This design comes from an exercise in tuning for small area on the open sky130 flow, not from production work.
The RTL was checked by simulation tests, not by an equivalence proof against the original design.
Power and IR drop assume default switching activity.

Design ethernet_arp_icmp_macsec_classifier_core, start of the top module:
module ethernet_arp_icmp_macsec_classifier_core #(
    parameter int unsigned LENGTH_BITS = 14
) (
    input  wire logic                   i_clk,
    input  wire logic                   i_rst_n,
    input  wire logic                   i_in_valid,
    output logic                        o_in_stall,
    input  wire logic [7:0]             i_data_byte,
    input  wire logic                   i_last_byte,
    output logic                        o_out_valid,
    input  wire logic                   i_out_stall,
    output logic [2:0]                  o_status,
    output logic [2:0]                  o_protocol,
    output logic [LENGTH_BITS-1:0]      o_frame_length,
    output logic [31:0]                 o_word_a,
    output logic [31:0]                 o_word_b,
    output logic [15:0]                 o_half_a,
    output logic [15:0]                 o_half_b,
    output logic [7:0]                  o_byte_a,
    output logic [7:0]                  o_byte_b,
    output logic [7:0]                  o_byte_c
);
    localparam logic [LENGTH_BITS-1:0] COUNT_MAX = {LENGTH_BITS{1'b1}};
    localparam logic [1:0] PC_OTHER = 2'd0;
    localparam logic [1:0] PC_ARP   = 2'd1;
    localparam logic [1:0] PC_IPV4  = 2'd2;
    localparam logic [1:0] PC_MAC   = 2'd3;
    logic                   r_pend;    
    logic                   r_hb;      
    logic                   r_ov;      
    logic                   r_osel;    
    logic [LENGTH_BITS-1:0] r_count_n;  
  ...
Size in the first run: about 760 cells after synthesis, about 350 flip-flops, about 160 I/O pins.
export LEC_CHECK = 0
export CAP_MARGIN = 20
export CORE_MARGIN = 2
export CORE_UTILIZATION = 75
export SLEW_MARGIN = 20
create_clock -name core_clock -period 5.0 [get_ports {i_clk}]
standard.sh (not shown) runs the stock make flow with config.mk's settings and CLKGATE_MAP_FILE= SYNTH_SCRIPT=/design/flow/synth_recipe.tcl, a recipe that flattens the netlist after the stock synthesis.
==> flow/flow/run.sh <==
#!/bin/bash
# layout flow: the standard flow (standard.sh) with
#  - synthesis: the standard synthesis script, run on a copy of ORFS's scripts in which only
#    the ABC mapping script (abc_speed.script) is replaced by flow/abc_map.script, an
#    area-recovering variant of it; flip-flops are mapped before ABC, so registers, their
#    names and cell types are those of the standard synthesis
#  - port buffers made of the smallest buffer cell, sky130_fd_sc_hd__buf_1
#  - clock tree of clkbuf_8 with small sink clusters and no dummy loads
# logs: synth.log and standard.log here, and each step's log under orfs/logs
set -euo pipefail
rm -rf scripts_abc
cp -r "$FLOW_HOME/scripts" scripts_abc
cp flow/abc_map.script scripts_abc/abc_speed.script
export BUFFER_PORTS_ARGS="-buffer_cell sky130_fd_sc_hd__buf_1"
export CTS_ARGS="-sink_clustering_enable -repair_clock_nets -sink_clustering_size 20 -sink_clustering_max_diameter 50 -buf_list sky130_fd_sc_hd__clkbuf_8 -dont_use_dummy_load"
bash standard.sh synth SCRIPTS_DIR="$PWD/scripts_abc" > synth.log 2>&1
bash standard.sh > standard.log 2>&1
==> flow/flow/abc_map.script <==
&get -n
&st
&dch
&nf
&st
&syn2
&if -g -K 6
&synch2
&nf -R 1000
&put
Rerun with:
==> flow/flow/run.sh (replaced) <==
#!/bin/bash
# layout flow: the standard flow (standard.sh, unchanged synthesis) with
#  - port buffers made of the smallest buffer cell, sky130_fd_sc_hd__buf_1
#  - clock tree of clkbuf_8 with sink clusters of at most 16 flip-flops, no dummy loads
# each tool's output goes to standard.log here and to ORFS's own logs under orfs/logs
set -euo pipefail
export BUFFER_PORTS_ARGS="-buffer_cell sky130_fd_sc_hd__buf_1"
export CTS_ARGS="-sink_clustering_enable -repair_clock_nets -sink_clustering_size 16 -sink_clustering_max_diameter 40 -buf_list sky130_fd_sc_hd__clkbuf_8 -dont_use_dummy_load"
bash standard.sh > standard.log 2>&1
removed: flow/flow/abc_map.script
Effect:
- critical path depth falls by 7
- total power climbs by 4.1%
- clock skew rose by 12 ps
- sequential share of layout area drops by 1.4 points
- wire length shrinks by 1.6%
- utilization shrinks by 0.96 points
- worst hold slack is about the same
Rerun with:
==> flow/flow/run.sh (replaced) <==
#!/bin/bash
# layout flow: the standard flow (standard.sh) with
#  - synthesis: the standard synthesis script, run on a copy of ORFS's scripts in which only
#    the ABC mapping script (abc_speed.script) is replaced by flow/abc_map.script, an
#    area-recovering variant of it; flip-flops are mapped before ABC, so registers, their
#    names and cell types are those of the standard synthesis
#  - port buffers made of the smallest buffer cell, sky130_fd_sc_hd__buf_1
#  - clock tree of clkbuf_8 with small sink clusters and no dummy loads
# logs: synth.log and standard.log here, and each step's log under orfs/logs
set -euo pipefail
rm -rf scripts_abc
cp -r "$FLOW_HOME/scripts" scripts_abc
cp flow/abc_map.script scripts_abc/abc_speed.script
export BUFFER_PORTS_ARGS="-buffer_cell sky130_fd_sc_hd__buf_1"
export CTS_ARGS="-sink_clustering_enable -repair_clock_nets -sink_clustering_size 18 -sink_clustering_max_diameter 45 -buf_list sky130_fd_sc_hd__clkbuf_8 -dont_use_dummy_load"
bash standard.sh synth SCRIPTS_DIR="$PWD/scripts_abc" > synth.log 2>&1
bash standard.sh > standard.log 2>&1
==> flow/flow/abc_map.script (new file) <==
&get -n
&st
&dch
&nf
&st
&syn2
&if -g -K 6
&synch2
&nf -R 1000
&put
After rerunning:
- The new run went through all stages and came out clean
- count of clock-buffer cells in the layout falls by 5
- register-to-register slack is worse by 240 ps
- power falls by a few percent
Rerun with:
==> flow/flow/run.sh (replaced) <==
#!/bin/bash
# layout flow: the standard flow (standard.sh, unchanged synthesis) with
#  - port buffers made of the smallest buffer cell, sky130_fd_sc_hd__buf_1
#  - clock tree of clkbuf_8 with sink clusters of at most 16 flip-flops, no dummy loads
# each tool's output goes to standard.log here and to ORFS's own logs under orfs/logs
set -euo pipefail
export BUFFER_PORTS_ARGS="-buffer_cell sky130_fd_sc_hd__buf_1"
export CTS_ARGS="-sink_clustering_enable -repair_clock_nets -sink_clustering_size 18 -sink_clustering_max_diameter 45 -buf_list sky130_fd_sc_hd__clkbuf_8 -dont_use_dummy_load"
bash standard.sh > standard.log 2>&1
removed: flow/flow/abc_map.script
=> Worst setup slack improved by 21 ps; non-clock buffer count grows by 4; sequential power stays flat; synthesized area grows by a few percent; power shrinks slightly.

-- separate check: timing with driven ports --
Ports are ideal in the flow. The routed layouts listed here were re-timed in OpenROAD.
Step 1 sets driving cells, clkbuf_16 on the clock port and buf_2 on the other inputs (assumed; they add their load-dependent delay and slew).
Step 2, shift: input delay + t, output delay - t, t = (earliest + latest rising clock arrival at the registers) / 2. This alone moves slack from input paths to output paths.
Slacks: ideal ports / drivers / drivers and shift; pairs: ideal ports / drivers.
| run | t, ns | slack for setup (ns) | worst hold slack (ns) | worst data-port slew with drivers (ns) |
|---|---|---|---|---|
| the first run | 0.589 | 1.031 / 1.031 / 1.031 | 0.427 / 0.427 / 0.427 | 0.04 |
| the second run | 0.557 | 0.939 / 0.897 / 1.212 | 0.426 / 0.426 / 0.426 | 0.05 |
| the third run | 0.601 | 0.966 / 0.966 / 0.966 | 0.436 / 0.436 / 0.436 | 0.04 |
| the fourth run | 0.599 | 0.988 / 0.947 / 1.300 | 0.451 / 0.451 / 0.451 | 0.05 |
After both steps setup and hold are still met in every run listed.
